What follows belongs to an exercise in optimizing a design on an open flow for small area; a production flow would make more cautious choices. RTL that was checked went through simulation tests only; none was proved equivalent to the original. Power and IR drop assume default switching activity.

==> flow/design.v <==
package csa_pkg;
	localparam int PKT_BYTES = 188;
	localparam int CW_BYTES = 9;
	localparam int SCRAMBLE_HDR_IDX = 3;
	typedef logic [7:0] byte_t;
	typedef logic [1:0] scram_ctrl_t;
	typedef union packed
	{
		byte_t raw;
		struct packed
		{
			scram_ctrl_t sc;
			logic [1:0] afc;
			logic [3:0] cc;
		} f;
	} ts_hdr3_u;
endpackage
module cw_ctrl_reg
#(
	parameter int CW_BYTES = csa_pkg::CW_BYTES
)
(
	input logic clk,
	input logic rst,
	input logic cw_valid,
	input csa_pkg::byte_t cw_byte,
	output logic cw_first,
	output csa_pkg::scram_ctrl_t scram_ctrl
);
	logic [3:0] cw_idx;
	assign cw_first = cw_valid && (cw_idx == '0);
	always_ff @(posedge clk)
	begin
		if (rst)
			cw_idx <= '0;
		else if (cw_valid)
			cw_idx <= {cw_idx[2:0], !cw_idx[1] && (cw_idx[0] == cw_idx[3])};
	end
	always_ff @(posedge clk)
	begin
		if (rst)
			scram_ctrl <= '0;
		else if (cw_first)
			scram_ctrl <= {cw_byte[1], cw_byte[1] & cw_byte[0]};
	end
endmodule
module ts_pkt_buffer
#(
	parameter int PKT_BYTES = csa_pkg::PKT_BYTES
)
(
	input logic clk,
	input logic rst,
	input logic ts_valid,
	input csa_pkg::byte_t ts_byte,
	input logic rd_run,
	input logic hdr3,
	input csa_pkg::scram_ctrl_t sc,
	output csa_pkg::byte_t head
);
	localparam int G = 4;
	localparam int NG = PKT_BYTES / G;
	localparam int LAST = PKT_BYTES - G;
	csa_pkg::byte_t ring [PKT_BYTES];
	csa_pkg::byte_t dly [1:3];
	logic [3:1] pend;
	logic [1:0] phi;
	logic [1:0] phi_next;
	logic [1:0] tap;
	logic shift;
	csa_pkg::byte_t ins;
	csa_pkg::byte_t tap_byte;
	csa_pkg::scram_ctrl_t sc_d;
	always_comb
	begin
		if (pend[3])
			ins = dly[3];
		else if (pend[2])
			ins = dly[2];
		else if (pend[1])
			ins = dly[1];
		else
			ins = ts_byte;
	end
	assign shift = (phi == 2'd0) && (ts_valid || (|pend) || rd_run);
	assign phi_next = shift ? phi : phi + 2'd1;
	always_ff @(posedge clk)
	begin
		ring[0] <= shift ? ins : ring[G-1];
		for (int g = 1; g < NG; g++)
			ring[G*g] <= shift ? ring[G*g-1] : ring[G*g+G-1];
		for (int g = 0; g < NG; g++)
			for (int j = 1; j < G; j++)
				ring[G*g+j] <= ring[G*g+j-1];
	end
	always_ff @(posedge clk)
	begin
		dly[1] <= ts_byte;
		dly[2] <= dly[1];
		dly[3] <= dly[2];
		sc_d <= sc;
	end
	always_ff @(posedge clk)
	begin
		if (rst)
		begin
			phi <= '0;
			pend <= '0;
		end
		else
		begin
			phi <= phi_next;
			pend[1] <= ts_valid && !(shift && !(|pend));
			pend[2] <= pend[1] && !(shift && !pend[3] && !pend[2]);
			pend[3] <= pend[2] && !(shift && !pend[3]);
		end
	end
	always_ff @(posedge clk)
	begin
		if (!rd_run)
			tap <= phi_next + 2'd3;
	end
	always_comb
	begin
		case (tap)
			2'd0: tap_byte = ring[LAST];
			2'd1: tap_byte = ring[LAST+1];
			2'd2: tap_byte = ring[LAST+2];
			default: tap_byte = ring[LAST+3];
		endcase
	end
	always_comb
	begin
		head = tap_byte;
		if (hdr3 && sc_d[1])
			head[7:6] = sc_d;
	end
endmodule
module ts_readout
#(
	parameter int PKT_BYTES = csa_pkg::PKT_BYTES
)
(
	input logic clk,
	input logic rst,
	input logic ts_valid,
	output logic hdr3,
	output logic pkt_valid,
	output logic finish_pkt
);
	localparam logic [8:0] RX_BASE = 9'(512 - (PKT_BYTES + 192));	 
	localparam logic [8:0] BUSY_BASE = RX_BASE + 9'(PKT_BYTES);		 
	logic [8:0] cnt;
	logic busy;
	logic wrap;
	assign busy = cnt[8] && (cnt[7] || cnt[6]);
	assign wrap = &cnt;
	assign pkt_valid = busy && !wrap && (cnt[8:2] != BUSY_BASE[8:2] || (cnt[1] && cnt[0]));
	assign hdr3 = (cnt == BUSY_BASE + 9'd6);
	always_ff @(posedge clk)
	begin
		if (rst)
		begin
			cnt <= RX_BASE;
			finish_pkt <= 1'b0;
		end
		else
		begin
			finish_pkt <= wrap;
			if (ts_valid || busy)
				cnt <= (cnt + 1'b1) | (wrap ? RX_BASE : 9'd0);
		end
	end
endmodule
module frame_out_mux
(
	input logic clk,
	input logic rst,
	input logic pkt_valid,
	input csa_pkg::byte_t pkt_byte,
	input logic cnt_valid,
	input csa_pkg::byte_t cnt_byte,
	input logic pid_valid,
	input csa_pkg::byte_t pid_byte,
	input logic gbe_valid,
	input csa_pkg::byte_t gbe_byte,
	input logic port_valid,
	input csa_pkg::byte_t port_byte,
	input logic cw_valid,
	input csa_pkg::byte_t cw_byte,
	input logic cw_first,
	output logic out_valid,
	output csa_pkg::byte_t out_byte
);
	logic any_valid;
	logic sel_pkt, sel_cnt, sel_pid, sel_gbe, sel_port, sel_cw;
	csa_pkg::byte_t cw_out;
	csa_pkg::byte_t sel_byte;
	assign cw_out = cw_first ? {7'b0, cw_byte[1]} : cw_byte;
	assign any_valid = pkt_valid | cnt_valid | pid_valid | gbe_valid | port_valid
		| cw_valid;
	assign sel_pkt = pkt_valid;
	assign sel_cnt = !pkt_valid && cnt_valid;
	assign sel_pid = !pkt_valid && !cnt_valid && pid_valid;
	assign sel_gbe = !pkt_valid && !cnt_valid && !pid_valid && gbe_valid;
	assign sel_port = !pkt_valid && !cnt_valid && !pid_valid && !gbe_valid && port_valid;
	assign sel_cw = !pkt_valid && !cnt_valid && !pid_valid && !gbe_valid && !port_valid;
	assign sel_byte = ({8{sel_pkt}} & pkt_byte) | ({8{sel_cnt}} & cnt_byte)
		| ({8{sel_pid}} & pid_byte) | ({8{sel_gbe}} & gbe_byte)
		| ({8{sel_port}} & port_byte) | ({8{sel_cw}} & cw_out);
	always_ff @(posedge clk)
	begin
		if (rst)
			out_valid <= 1'b0;
		else
			out_valid <= any_valid;
	end
	always_ff @(posedge clk)
		out_byte <= sel_byte;
endmodule
module csa_frame_top
#(
	parameter int PKT_BYTES = csa_pkg::PKT_BYTES,
	parameter int CW_BYTES = csa_pkg::CW_BYTES
)
(
	input logic clk,
	input logic rst,
	input logic ts_valid,
	input csa_pkg::byte_t ts_byte,
	input logic cw_valid,
	input csa_pkg::byte_t cw_byte,
	input logic cnt_valid,
	input csa_pkg::byte_t cnt_byte,
	input logic pid_valid,
	input csa_pkg::byte_t pid_byte,
	input logic gbe_valid,
	input csa_pkg::byte_t gbe_byte,
	input logic port_valid,
	input csa_pkg::byte_t port_byte,
	output logic out_valid,
	output csa_pkg::byte_t out_byte,
	output logic finish_pkt
);
	logic hdr3;
	logic pkt_valid;
	csa_pkg::byte_t pkt_byte;
	logic cw_first;
	csa_pkg::scram_ctrl_t scram_ctrl;
	cw_ctrl_reg #(.CW_BYTES(CW_BYTES)) cw_ctrl_reg_inst
	(
		.clk(clk),
		.rst(rst),
		.cw_valid(cw_valid),
		.cw_byte(cw_byte),
		.cw_first(cw_first),
		.scram_ctrl(scram_ctrl)
	);
	ts_readout #(.PKT_BYTES(PKT_BYTES)) ts_readout_inst
	(
		.clk(clk),
		.rst(rst),
		.ts_valid(ts_valid),
		.hdr3(hdr3),
		.pkt_valid(pkt_valid),
		.finish_pkt(finish_pkt)
	);
	ts_pkt_buffer #(.PKT_BYTES(PKT_BYTES)) ts_pkt_buffer_inst
	(
		.clk(clk),
		.rst(rst),
		.ts_valid(ts_valid),
		.ts_byte(ts_byte),
		.rd_run(pkt_valid),
		.hdr3(hdr3),
		.sc(scram_ctrl),
		.head(pkt_byte)
	);
	frame_out_mux frame_out_mux_inst
	(
		.clk(clk),
		.rst(rst),
		.pkt_valid(pkt_valid),
		.pkt_byte(pkt_byte),
		.cnt_valid(cnt_valid),
		.cnt_byte(cnt_byte),
		.pid_valid(pid_valid),
		.pid_byte(pid_byte),
		.gbe_valid(gbe_valid),
		.gbe_byte(gbe_byte),
		.port_valid(port_valid),
		.port_byte(port_byte),
		.cw_valid(cw_valid),
		.cw_byte(cw_byte),
		.cw_first(cw_first),
		.out_valid(out_valid),
		.out_byte(out_byte)
	);
endmodule
export LEC_CHECK = 0
export CAP_MARGIN = 20
export CORE_MARGIN = 2
export CORE_UTILIZATION = 70
export SLEW_MARGIN = 20
create_clock -name core_clock -period 5.0 [get_ports {clk}]
standard.sh (not shown) runs the stock make flow with config.mk's settings and CLKGATE_MAP_FILE= SYNTH_SCRIPT=/design/flow/synth_recipe.tcl, a recipe that flattens the netlist after the stock synthesis.
==> flow/flow/run.sh <==
#!/bin/bash
# The standard ORFS layout (standard.sh) with three changes:
#  - synthesis maps the combinational logic with an area-oriented ABC
#    script (flow/abc_area.script); everything else in the synthesis,
#    including flip-flop mapping, flattening and renaming, is the standard flow's own
#  - port buffers use the smallest buffer cell
#  - CTS builds full leaf clusters of clkbuf_8 without dummy loads
# Each tool's output stays in orfs/logs; make's own output goes to
# standard.log.
set -uo pipefail
WORK=$PWD
FLOWDIR=$WORK/flow

# synth.tcl from ORFS, with the ABC call pointed at our script
sed 's|^\(\s*\)log_cmd abc {\*}$abc_args|\1lset abc_args 1 $::env(MY_ABC_SCRIPT)\n\1log_cmd abc {*}$abc_args|' \
	"$FLOW_HOME/scripts/synth.tcl" > "$WORK/my_synth.tcl"
grep -q 'MY_ABC_SCRIPT' "$WORK/my_synth.tcl" || { echo "could not patch synth.tcl"; exit 1; }
sed "s|source \$::env(SCRIPTS_DIR)/synth.tcl|source $WORK/my_synth.tcl|" \
	"$WORK/synth_recipe.tcl" > "$WORK/my_synth_recipe.tcl"
grep -q "my_synth.tcl" "$WORK/my_synth_recipe.tcl" || { echo "could not patch synth_recipe.tcl"; exit 1; }
sed "s|SYNTH_SCRIPT=[^ ]*|SYNTH_SCRIPT=$WORK/my_synth_recipe.tcl|" \
	"$WORK/standard.sh" > "$WORK/my_standard.sh"
grep -q "my_synth_recipe.tcl" "$WORK/my_standard.sh" || { echo "could not patch standard.sh"; exit 1; }

export MY_ABC_SCRIPT=$FLOWDIR/abc_area.script
export BUFFER_PORTS_ARGS="-buffer_cell sky130_fd_sc_hd__buf_1"
export CTS_ARGS="-sink_clustering_enable -repair_clock_nets -dont_use_dummy_load -buf_list sky130_fd_sc_hd__clkbuf_8 -sink_clustering_size 21 -sink_clustering_max_diameter 100"
bash "$WORK/my_standard.sh" > "$WORK/standard.log" 2>&1
==> flow/flow/abc_area.script <==
strash
dc2
dch
amap
strash
dc2
dch
amap
strash
dc2
dch
amap
strash
dch
amap
topo
stime -c
Change:
--- a/flow/design.v
+++ b/flow/design.v
@@ -65,10 +65,15 @@
 	csa_pkg::byte_t dly [1:3];
 	logic [3:1] pend;
 	logic [1:0] phi;
 	logic [1:0] phi_next;
 	logic [1:0] tap;
+	logic [2:0] cyc;
+	logic [2:0] nins;
+	logic [2:0] pol;
+	logic [2:0] pol_next;
+	logic flip;
 	logic shift;
 	csa_pkg::byte_t ins;
 	csa_pkg::byte_t tap_byte;
 	csa_pkg::scram_ctrl_t sc_d;
 	always_comb
@@ -82,15 +87,16 @@
 		else
 			ins = ts_byte;
 	end
 	assign shift = (phi == 2'd0) && (ts_valid || (|pend) || rd_run);
 	assign phi_next = shift ? phi : phi + 2'd1;
+	assign pol = nins - cyc;
 	always_ff @(posedge clk)
 	begin
-		ring[0] <= shift ? ins : ring[G-1];
+		ring[0] <= ~(shift ? (ins ^ {8{pol[2]}}) : ring[G-1]);
 		for (int g = 1; g < NG; g++)
-			ring[G*g] <= shift ? ring[G*g-1] : ring[G*g+G-1];
+			ring[G*g] <= ~(shift ? ring[G*g-1] : ring[G*g+G-1]);
 		for (int g = 0; g < NG; g++)
 			for (int j = 1; j < G; j++)
 				ring[G*g+j] <= ring[G*g+j-1];
 	end
 	always_ff @(posedge clk)
@@ -104,32 +110,43 @@
 	begin
 		if (rst)
 		begin
 			phi <= '0;
 			pend <= '0;
+			cyc <= '0;
+			nins <= '0;
 		end
 		else
 		begin
 			phi <= phi_next;
+			cyc <= cyc + 3'd1;
+			if (shift)
+				nins <= nins + 3'd1;
 			pend[1] <= ts_valid && !(shift && !(|pend));
 			pend[2] <= pend[1] && !(shift && !pend[3] && !pend[2]);
 			pend[3] <= pend[2] && !(shift && !pend[3]);
 		end
 	end
+	assign pol_next = (shift ? nins + 3'd1 : nins) - (cyc + 3'd1) - 3'd3
+		+ {1'b0, phi_next + 2'd3};
 	always_ff @(posedge clk)
 	begin
 		if (!rd_run)
+		begin
 			tap <= phi_next + 2'd3;
+			flip <= !pol_next[2];
+		end
 	end
 	always_comb
 	begin
 		case (tap)
 			2'd0: tap_byte = ring[LAST];
 			2'd1: tap_byte = ring[LAST+1];
 			2'd2: tap_byte = ring[LAST+2];
 			default: tap_byte = ring[LAST+3];
 		endcase
+		tap_byte = tap_byte ^ {8{flip}};
 	end
 	always_comb
 	begin
 		head = tap_byte;
 		if (hdr3 && sc_d[1])
The changed run completed without violations.
Routed wire length is about the same.
Die area went down by 0.95%.
Maximum frequency came out lower by 6.0%.
Area after synthesis decreases by 0.97%.
Via count grows by 3.2%.
Hold slack improved by 38 ps.
Worst setup slack got worse by 250 ps.
Design area went down by 0.94%.
Power rises by 11%.
Utilization is lower by 0.25 points.
Only the layout flow was run in the second run of this note; the RTL was not checked for function there.

## what the ideal ports hide
No port has a modelled driver above. Below, the same layouts with a new extraction and two added sets of constraints.
Step 1 (the two cells are an assumption about what drives the block):
set clk [get_ports {clk}]
set_driving_cell -lib_cell sky130_fd_sc_hd__clkbuf_16 $clk
set_driving_cell -lib_cell sky130_fd_sc_hd__buf_2 [delete_from_list [all_inputs] $clk]
Step 2 also shifts input and output timing later by t, the mid clock arrival at the registers, as if the neighbouring blocks saw the same clock.
Three values: ideal, step 1, step 2; two values: the first two.
run | t, ns | setup slack, ns | hold slack, ns | worst setup path at the end | cell pins on the clock port's net
the first run | 0.714 | 1.128 / 1.128 / 1.128 | 0.271 / 0.271 / 0.271 | register to register | 1
the second run | 0.720 | 0.883 / 0.883 / 0.883 | 0.309 / 0.309 / 0.309 | register to register | 1
After both steps every run listed still meets setup and hold.
